This design comes from an exercise in tuning for small area on the open sky130 flow, not from production work.
RTL that was checked went through simulation tests only; none was proved equivalent to the original.
No functional check of the RTL was part of run 2.

==> flow/design.v, too long to show whole: its modules and the start of the top module <==
// module spriteHitTest: 40 lines
// module headAxis: 17 lines
// module venomCircle: 786 lines
// module healthTracker: 41 lines
// module heartOverlay: 19 lines
// module pixelCompositor: 43 lines
// module snakeArenaTop: 62 lines
module snakeArenaTop #(
	parameter int NUM_VENOMS = 3,
	parameter int MAX_HEALTH = 3
) (
	input  logic       vga_clk,
	input  logic       rstN,
	input  snakeArenaPkg::coordT      drawX,
	input  snakeArenaPkg::coordT      drawY,
	input  logic       blank,
	input  snakeArenaPkg::coordT      snake1X,
	input  snakeArenaPkg::coordT      snake1Y,
	input  snakeArenaPkg::coordT      snake2X,
	input  snakeArenaPkg::coordT      snake2Y,
	input  logic [NUM_VENOMS*10-1:0]      venomX,
	input  logic [NUM_VENOMS*10-1:0]      venomY,
	input  logic [NUM_VENOMS*10-1:0]      venomR,
	input  logic [NUM_VENOMS-1:0] venomActive,
	input  snakeArenaPkg::pixelColor  bgPixel,
	input  snakeArenaPkg::pixelColor  snake1Pixel,
	input  snakeArenaPkg::pixelColor  snake2Pixel,
	output logic [3:0] red,
	output logic [3:0] green,
	output logic [3:0] blue,
	output snakeArenaPkg::healthT     snake2Health,
	output logic       snake1Won
);
  // ...
==> flow/run.sh <==
#!/bin/bash
# synth_recipe.tcl (not shown) runs the flow's synth.tcl, then flattens the netlist and writes it again
# the make line also repeats each setting of config.mk as NAME=value (left out here)
make -C /OpenROAD-flow-scripts/flow DESIGN_CONFIG=/design/flow/config.mk WORK_HOME=/design/flow/orfs CLKGATE_MAP_FILE= SYNTH_SCRIPT=/design/flow/synth_recipe.tcl finish
==> flow/config.mk <==
export PLATFORM = sky130hd
export DESIGN_NAME = snakeArenaTop
export DESIGN_NICKNAME = snakeArenaTop
export VERILOG_FILES = /design/flow/design.v
export SDC_FILE = /design/flow/constraint.sdc
export NUM_CORES = 4
export LEC_CHECK = 0
export CAP_MARGIN = 20
export CORE_MARGIN = 2
export CORE_UTILIZATION = 40
export SLEW_MARGIN = 20
==> flow/constraint.sdc <==
create_clock -name core_clock -period 14.0 [get_ports {vga_clk}]
set_input_delay 2.8000 -clock core_clock [delete_from_list [all_inputs] [get_ports {vga_clk}]]
set_output_delay 2.8000 -clock core_clock [all_outputs]
set_load 0.01 [all_outputs]
==> impl_metrics.ini, run 1 <==
[layout]
buf_share = 0.101
antenna_cells = 0
final-clk-cell-share = 0.00432
largest_reg_flops = 12
final_cell_mix = inv_1 (546), fa_1 (525), clkdlybuf4s50_1 (206), nand2_1 (167), nor2_1 (102)
area_growth_pct = 14.9
multi_input_area_um2 = 15200

[cts]
htreeDepth = 1
cts_hold_buf = 0
clk_pin_slew_ns = 0.05

[setup_path]
start_kind = input pin
path_max_fanout = 10
path_common_cell = fa_1
r2r_start = i_healthTracker.snake2Health[0]
crit_buf_inv = 8
cp_top_family = adder cells
crit_path_end = i_healthTracker.hitLatch

[outcome]
outcome = timing/DRC/antenna clean

[sta]
fin_tns_setup_ns = 0
rsz0062_at_grt = no
worstMarginPinSlew_ns = 0.787

[floorplanning]
die-area_um2 = 46400

[synthesis]
synth_area_leader_cell = fa_1
synth_ff_type = dfrtp_1
synth.area.mux_share = 0.0162
synth-simple-area-share = 0.162
synth_area_um2 = 17900
yosysWarnings = 2

[min_path]
min_path_type = flop to flop

[detailed_routing]
dr.max_layer_used = met5
dr.pass1.iters = 5
wirelength_um = 51000

[place]
post-dp-hpwl_um = 44600
port_buffers = 206

[grt]
grt_first_pass_wirelength_um = 81900
==> module spriteHitTest, before the edit <==
module spriteHitTest #(
	parameter int NUM_VENOMS = 3
) (
	input  snakeArenaPkg::coordT     drawX,
	input  snakeArenaPkg::coordT     drawY,
	input  snakeArenaPkg::coordT     snake1X,
	input  snakeArenaPkg::coordT     snake1Y,
	input  snakeArenaPkg::coordT     snake2X,
	input  snakeArenaPkg::coordT     snake2Y,
	input  logic [NUM_VENOMS*10-1:0]     venomX,
	input  logic [NUM_VENOMS*10-1:0]     venomY,
	input  logic [NUM_VENOMS*10-1:0]     venomR,
	input  logic [NUM_VENOMS-1:0] venomActive,
	input  snakeArenaPkg::pixelColor snake1Pixel,
	input  snakeArenaPkg::pixelColor snake2Pixel,
	output logic      snake1On,
	output logic      snake2On,
	output logic [NUM_VENOMS-1:0] venomOn
);
	snakeArenaPkg::coordT nx;
	snakeArenaPkg::coordT ny;
	assign nx = ~drawX;
	assign ny = ~drawY;
	logic s1x, s1y, s2x, s2y;
	headAxis i_s1x (.np(nx), .c(snake1X), .near(s1x));
	headAxis i_s1y (.np(ny), .c(snake1Y), .near(s1y));
	headAxis i_s2x (.np(nx), .c(snake2X), .near(s2x));
	headAxis i_s2y (.np(ny), .c(snake2Y), .near(s2y));
	assign snake1On = s1x && s1y && (snake1Pixel.raw != TRANSPARENT_KEY);
	assign snake2On = s2x && s2y && (snake2Pixel.raw != TRANSPARENT_KEY);
	for (genvar i = 0; i < NUM_VENOMS; i++) begin : gVenom
		logic hit;
		venomCircle i_circle (
			.nx(nx), .ny(ny),
			.cx(venomX[10*i +: 10]), .cy(venomY[10*i +: 10]), .r(venomR[10*i +: 10]),
			.hit(hit)
		);
		assign venomOn[i] = venomActive[i] && hit;
	end
endmodule
==> module heartOverlay, before the edit <==
module heartOverlay #(
	parameter int MAX_HEALTH = 3
) (
	input  snakeArenaPkg::coordT  drawX,
	input  snakeArenaPkg::coordT  drawY,
	input  snakeArenaPkg::healthT snake2Health,
	output logic   heartOn
);
	logic rowOn;
	logic p1On;
	logic p2On;
	assign rowOn = (drawY >= 10'd462) && (drawY <= 10'd478);
	assign p1On = (drawX >= 10'd5) && (drawX <= 10'd51);
	assign p2On = (drawX >= 10'd589) && (drawX <= 10'd635) && (
		(snake2Health == 2'd3) ||
		(snake2Health[1] && (drawX >= 10'd604)) ||
		((snake2Health != 2'd0) && (drawX >= 10'd619)));
	assign heartOn = rowOn && (p1On || p2On);
endmodule
==> inputs of run 2 (changes only) <==
==> flow/design.v (replaced) <==
package snakeArenaPkg;
	typedef logic [9:0] coordT;
	typedef logic [1:0] healthT;
	typedef union packed {
		struct packed {
			logic [3:0] red;
			logic [3:0] green;
			logic [3:0] blue;
		} ch;
		logic [11:0] raw;
	} pixelColor;
	localparam int SPRITE_HALF = 12;
	localparam logic [11:0] TRANSPARENT_KEY = 12'hF0F;
	localparam int HEART_HALF = 8;
	localparam coordT HEART_ROW_Y = 10'd470;
	localparam int NUM_HEARTS = 3;
	localparam logic [29:0] HEART1_X = {10'd43, 10'd28, 10'd13};
	localparam logic [29:0] HEART2_X = {10'd627, 10'd612, 10'd597};
	localparam logic [11:0] HEART_COLOR = 12'hF00;
	localparam logic [11:0] VENOM_COLOR = 12'h000;
endpackage
`timescale 1ns/1ps
import snakeArenaPkg::*;
module spriteHitTest #(
	parameter int NUM_VENOMS = 3
) (
	input  snakeArenaPkg::coordT     drawX,
	input  snakeArenaPkg::coordT     drawY,
	input  snakeArenaPkg::coordT     snake1X,
	input  snakeArenaPkg::coordT     snake1Y,
	input  snakeArenaPkg::coordT     snake2X,
	input  snakeArenaPkg::coordT     snake2Y,
	input  logic [NUM_VENOMS*10-1:0]     venomX,
	input  logic [NUM_VENOMS*10-1:0]     venomY,
	input  logic [NUM_VENOMS*10-1:0]     venomR,
	input  logic [NUM_VENOMS-1:0] venomActive,
	input  snakeArenaPkg::pixelColor snake1Pixel,
	input  snakeArenaPkg::pixelColor snake2Pixel,
	output logic      snake1On,
	output logic      snake2On,
	output logic [NUM_VENOMS-1:0] venomOn
);
	function automatic logic headHit(snakeArenaPkg::coordT px, snakeArenaPkg::coordT py, snakeArenaPkg::coordT cx, snakeArenaPkg::coordT cy,
		snakeArenaPkg::pixelColor pix);
		logic signed [10:0] dx;
		logic signed [10:0] dy;
		dx = $signed({1'b0, px}) - $signed({1'b0, cx});
		dy = $signed({1'b0, py}) - $signed({1'b0, cy});
		headHit = (dx >= -SPRITE_HALF) && (dx < SPRITE_HALF) &&
			(dy >= -SPRITE_HALF) && (dy < SPRITE_HALF) &&
			(pix.raw != TRANSPARENT_KEY);
	endfunction
	assign snake1On = headHit(drawX, drawY, snake1X, snake1Y, snake1Pixel);
	assign snake2On = headHit(drawX, drawY, snake2X, snake2Y, snake2Pixel);
	for (genvar i = 0; i < NUM_VENOMS; i++) begin : gVenom
		logic signed [21:0] dx;
		logic signed [21:0] dy;
		logic [21:0] distSq;
		logic [21:0] radSq;
		assign dx = $signed({12'b0, drawX}) - $signed({12'b0, venomX[10*i +: 10]});
		assign dy = $signed({12'b0, drawY}) - $signed({12'b0, venomY[10*i +: 10]});
		assign distSq = dx * dx + dy * dy;
		assign radSq = {12'b0, venomR[10*i +: 10]} * {12'b0, venomR[10*i +: 10]};
		assign venomOn[i] = venomActive[i] && (distSq <= radSq);
	end
endmodule
`timescale 1ns/1ps
import snakeArenaPkg::*;
module healthTracker #(
	parameter int MAX_HEALTH = 3
) (
	input  logic   vga_clk,
	input  logic   rstN,
	input  snakeArenaPkg::coordT  drawX,
	input  snakeArenaPkg::coordT  drawY,
	input  logic   snake2On,
	input  logic   venomOn,
	output snakeArenaPkg::healthT snake2Health,
	output logic   snake1Won
);
	logic hitLatch;
	logic hitNow;
	logic frameStart;
	assign hitNow = snake2On && venomOn;
	assign frameStart = (drawX == '0) && (drawY == '0);
	always_ff @(posedge vga_clk or negedge rstN) begin
		if (!rstN) begin
			hitLatch <= 1'b0;
		end else if (frameStart) begin
			hitLatch <= hitNow;
		end else if (hitNow) begin
			hitLatch <= 1'b1;
		end
	end
	always_ff @(posedge vga_clk or negedge rstN) begin
		if (!rstN) begin
			snake2Health <= snakeArenaPkg::healthT'(MAX_HEALTH);
		end else if (frameStart && hitLatch && (snake2Health != '0)) begin
			snake2Health <= snake2Health - 1'b1;
		end
	end
	always_ff @(posedge vga_clk or negedge rstN) begin
		if (!rstN) begin
			snake1Won <= 1'b0;
		end else if (frameStart && hitLatch && (snake2Health == snakeArenaPkg::healthT'(1))) begin
			snake1Won <= 1'b1;
		end
	end
endmodule
`timescale 1ns/1ps
import snakeArenaPkg::*;
module heartOverlay #(
	parameter int MAX_HEALTH = 3
) (
	input  snakeArenaPkg::coordT  drawX,
	input  snakeArenaPkg::coordT  drawY,
	input  snakeArenaPkg::healthT snake2Health,
	output logic   heartOn
);
	logic [NUM_HEARTS-1:0] p1Heart;
	logic [NUM_HEARTS-1:0] p2Heart;
	function automatic logic inHeart(snakeArenaPkg::coordT px, snakeArenaPkg::coordT py, snakeArenaPkg::coordT cx);
		inHeart = (px + HEART_HALF >= cx) && (px <= cx + HEART_HALF) &&
			(py + HEART_HALF >= HEART_ROW_Y) && (py <= HEART_ROW_Y + HEART_HALF);
	endfunction
	for (genvar j = 0; j < NUM_HEARTS; j++) begin : gHeart
		assign p1Heart[j] = inHeart(drawX, drawY, HEART1_X[10*j +: 10]);
		assign p2Heart[j] = inHeart(drawX, drawY, HEART2_X[10*j +: 10]) &&
			(int'(snake2Health) >= MAX_HEALTH - j);
	end
	assign heartOn = (|p1Heart) || (|p2Heart);
endmodule
`timescale 1ns/1ps
import snakeArenaPkg::*;
module pixelCompositor (
	input  logic       vga_clk,
	input  logic       rstN,
	input  logic       blank,
	input  snakeArenaPkg::pixelColor  bgPixel,
	input  snakeArenaPkg::pixelColor  snake1Pixel,
	input  snakeArenaPkg::pixelColor  snake2Pixel,
	input  logic       snake1On,
	input  logic       snake2On,
	input  logic       venomOn,
	input  logic       heartOn,
	output logic [3:0] red,
	output logic [3:0] green,
	output logic [3:0] blue
);
	snakeArenaPkg::pixelColor nextPix;
	snakeArenaPkg::pixelColor outPix;
	always_comb begin
		if (!blank) begin
			nextPix.raw = '0;
		end else if (heartOn) begin
			nextPix.raw = HEART_COLOR;
		end else if (venomOn) begin
			nextPix.raw = VENOM_COLOR;
		end else if (snake1On) begin
			nextPix = snake1Pixel;
		end else if (snake2On) begin
			nextPix = snake2Pixel;
		end else begin
			nextPix = bgPixel;
		end
	end
	always_ff @(posedge vga_clk or negedge rstN) begin
		if (!rstN) begin
			outPix.raw <= '0;
		end else begin
			outPix <= nextPix;
		end
	end
	assign red = outPix.ch.red;
	assign green = outPix.ch.green;
	assign blue = outPix.ch.blue;
endmodule
`timescale 1ns/1ps
import snakeArenaPkg::*;
module snakeArenaTop #(
	parameter int NUM_VENOMS = 3,
	parameter int MAX_HEALTH = 3
) (
	input  logic       vga_clk,
	input  logic       rstN,
	input  snakeArenaPkg::coordT      drawX,
	input  snakeArenaPkg::coordT      drawY,
	input  logic       blank,
	input  snakeArenaPkg::coordT      snake1X,
	input  snakeArenaPkg::coordT      snake1Y,
	input  snakeArenaPkg::coordT      snake2X,
	input  snakeArenaPkg::coordT      snake2Y,
	input  logic [NUM_VENOMS*10-1:0]      venomX,
	input  logic [NUM_VENOMS*10-1:0]      venomY,
	input  logic [NUM_VENOMS*10-1:0]      venomR,
	input  logic [NUM_VENOMS-1:0] venomActive,
	input  snakeArenaPkg::pixelColor  bgPixel,
	input  snakeArenaPkg::pixelColor  snake1Pixel,
	input  snakeArenaPkg::pixelColor  snake2Pixel,
	output logic [3:0] red,
	output logic [3:0] green,
	output logic [3:0] blue,
	output snakeArenaPkg::healthT     snake2Health,
	output logic       snake1Won
);
	logic snake1On;
	logic snake2On;
	logic [NUM_VENOMS-1:0] venomOn;
	logic heartOn;
	spriteHitTest #(
		.NUM_VENOMS(NUM_VENOMS)
	) i_spriteHitTest (
		.drawX(drawX), .drawY(drawY),
		.snake1X(snake1X), .snake1Y(snake1Y),
		.snake2X(snake2X), .snake2Y(snake2Y),
		.venomX(venomX), .venomY(venomY), .venomR(venomR),
		.venomActive(venomActive),
		.snake1Pixel(snake1Pixel), .snake2Pixel(snake2Pixel),
		.snake1On(snake1On), .snake2On(snake2On), .venomOn(venomOn)
	);
	healthTracker #(
		.MAX_HEALTH(MAX_HEALTH)
	) i_healthTracker (
		.vga_clk(vga_clk), .rstN(rstN),
		.drawX(drawX), .drawY(drawY),
		.snake2On(snake2On), .venomOn(|venomOn),
		.snake2Health(snake2Health), .snake1Won(snake1Won)
	);
	heartOverlay #(
		.MAX_HEALTH(MAX_HEALTH)
	) i_heartOverlay (
		.drawX(drawX), .drawY(drawY),
		.snake2Health(snake2Health), .heartOn(heartOn)
	);
	pixelCompositor i_pixelCompositor (
		.vga_clk(vga_clk), .rstN(rstN), .blank(blank),
		.bgPixel(bgPixel), .snake1Pixel(snake1Pixel), .snake2Pixel(snake2Pixel),
		.snake1On(snake1On), .snake2On(snake2On), .venomOn(|venomOn), .heartOn(heartOn),
		.red(red), .green(green), .blue(blue)
	);
endmodule
==> impl_metrics.ini, run 2 <==
[layout]
nets = 6387
final_cell_mix = inv_1 (1,203), fa_1 (858), ha_1 (549), nor2_1 (367), nand2_1 (297)
largest_reg_flops = 12
regArea_um2 = 403
area_growth_pct = 10.7
regMostFlops = i_pixelCompositor.outPix
final_core_util = 0.445
reg_top3 = i_pixelCompositor.outPix: 12 flops, i_healthTracker.snake2Health: 2 flops
multi_input_area_um2 = 34800
final_common_cell = inv_1
fillers = 9871
drive_gt1_frac = 0.0414

[sta]
slew_headroom = 0.368
max_freq_ghz = 0.0746
hold_viol = 0
whs_ns = 0.475
final_max_slew_viol_count = 0
final.period_utilization = 0.958
worstMarginPinSlew_ns = 0.948
layout_min_cycle_time_ns = 13.41
skew_ns = 0.00495
rsz0062_at_grt = no
fin_tns_setup_ns = 0
finalSetupViolations = 0

[detailed_routing]
wire_per_inst_um = 16.4
wirelength_um = 99900
drc_errors = 0
drtIter0Drc = 1518
dr.pass1.iters = 6
vias = 30100
via_per_inst = 4.95
postRouteAntennaNets = 0

[place]
post-dp-hpwl_um = 90700
place.gp.congestion = 0.897
port_buffers = 206

[setup_path]
path_max_fanout = 8
worstSetupPathType = input pin to flop
cp_top_family = adder cells
crit_required_ns = 14.16
crit_buf_inv = 7
path_common_cell = fa_1
end_kind = flop
critPathArrivalTime_ns = 13.58
start_kind = input pin
cp_slowest_cell = clkdlybuf4s50_1
slowest_delay_ns = 0.66

[grt]
grt_overflow = 0
grt_pass1_vias = 32400
grt_usage = 0.204
grt_max_degree = 20
grt_first_pass_wirelength_um = 167000
antenna_found_initial = 4

[cts]
cts.sinks = 16
root_buffer = clkbuf_16
clock_path_buffers = 2
clk_pin_slew_ns = 0.06
worst_skew_pair.late_latency_ns = 0.25
cts_buffers = 3
htreeDepth = 1
tritoncts = yes

[synthesis]
synthMostInstantiatedCell = inv_1
synth_fp_nets = 6153
synth_cells = 4552
synthTopCellsByArea = fa_1 (43%), ha_1 (17%), inv_1 (11%), xnor2_1 (3.7%), nor2_1 (3.4%)
synth_area_leader_cell = fa_1
ys_seq_elements = 16
syn_area_per_cell_um2 = 8.80
synth_area_um2 = 40100
yosysWarnings = 4
yosys-top-cells-count = inv_1 (1,206), fa_1 (860), ha_1 (549)
synth_cell_types = 92
synth.top_cell.area_share = 0.430
synth_ff_type = dfrtp_1
async_flop_share = 1.00
seq_area_frac_synth = 0.0101
synth_enable_flop_cells = 0

[floorplanning]
die_w_um = 320
die-area_um2 = 103000
rows = 116
num_io_pins = 207
start_util = 0.402
die_y_um = 320
core_um2 = 99700

[outcome]
outcome = timing/DRC/antenna clean

[run]
cap_violations = 0

[min_path]
min_path_type = flop to flop
-- run 2: cell types whose count changed in the layout (fill, tap and decap cells not counted), moves of 91 or more --
| cell | before | now |
|---|---|---|
| xnor2_1 | 28 | 167 |
| fa_1 | 525 | 858 |
| inv_1 | 546 | 1203 |
| ha_1 | 43 | 549 |
| a21oi_1 | 17 | 108 |
| buf_4 | 1 | 99 |
| nor2_1 | 102 | 367 |
| nand2_1 | 167 | 297 |
-- run 2: final timing paths --
check | start | endpoint | slack, ns | depth (start not counted)
worst min register to register | i_healthTracker.snake1Won | i_healthTracker.snake1Won | 0.47 | 1
worst max-delay path | venomX[1] | i_pixelCompositor.outPix[4] | 0.59 | 40
worst max register to register | i_healthTracker.snake2Health[0] | i_pixelCompositor.outPix[10] | 11.73 | 8
worst min-delay path | i_healthTracker.snake1Won | i_healthTracker.snake1Won | 0.47 | 1
max in group asynchronous | rstN | i_healthTracker.snake1Won | 10.46 | 1
min in group asynchronous | rstN | i_pixelCompositor.outPix[0] | 3.02 | 1
-- run 2: timing repair --
action / CTS / global route
endpoints found under the hold margin: 0 / 0
gates resized for setup: 0 / 24
buffers inserted: 0 / 8
hold buffers: 0 / 0
endpoints found under the setup margin: 0 / 13
-- run 2: stage by stage --
step	instances	instance area [um2]	worst slack, ns
4_1_cts	6075	44200	0.187
6_report	6084	44400	0.588
3_5_place_dp	6071	44100	-0.0478
5_1_grt	6084	44400	0.000285
2_1_floorplan	4552	40100	1.22
3_3_place_gp	6071	44100	0.0299
-- run 2: cell families (layout without fill, tap and decap cells) --
family,after synthesis,in the layout,synth area share
other cells,0,1,0
flops,16,16,0.0101
buf+inv,1301,1534,0.122
simple gates,1105,1105,0.131
xor+xnor,229,229,0.0501
mux,19,19,0.00509
compound gates,473,473,0.0797
fa+ha+maj,1409,1409,0.601
-- run 2: area by class of cell --
type                       count  share of cell area
antenna                        1           0.0000564
clock buffer                   4             0.00200
inverter                    1225               0.104
multi-input combinational   3235               0.785
sequential                    16             0.00908
tap                         1298              0.0366
timing repair buffer         305              0.0633
-- run 2: layer usage --
metal / vias up / wire length (um) / global-route usage
met3: 110 / 5250 / 0.0194
met1: 15000 / 43900 / 0.278
met2: 647 / 48100 / 0.353
met4: 0 / 2660 / 0.0460
met5: - / 0 / 0
li1: 14400 / - / -

## separate check: timing with driven ports
The results above use ideal ports. As a check the final layouts listed here were re-extracted and re-timed, cells and wires unchanged.
Step 1: set_driving_cell puts a clkbuf_16 on vga_clk and a buf_2 on each other input, an assumption about the parent block.
Step 2 moves the port delays by t, midway between the first and last clock arrival at a register: inputs arrive t later, outputs are due t later. That takes back most of the time a late clock gives input paths.
Three values: ideal, step 1, step 2; two values: the first two.
run | t (ns) | setup slack, ns | worst setup path at the end | slew at the worst register clock pin (ns)
run 1 | 0.268 | 2.062 / 2.059 / 1.791 | input to register | 0.05 / 0.05
run 2 | 0.283 | 0.588 / 0.593 / 0.309 | input to register | 0.06 / 0.06
After both steps setup and hold are still met in every run listed. For run 2, which loses most, drivers alone change the setup slack by +0.005 ns; drivers and shift together by -0.279 ns.
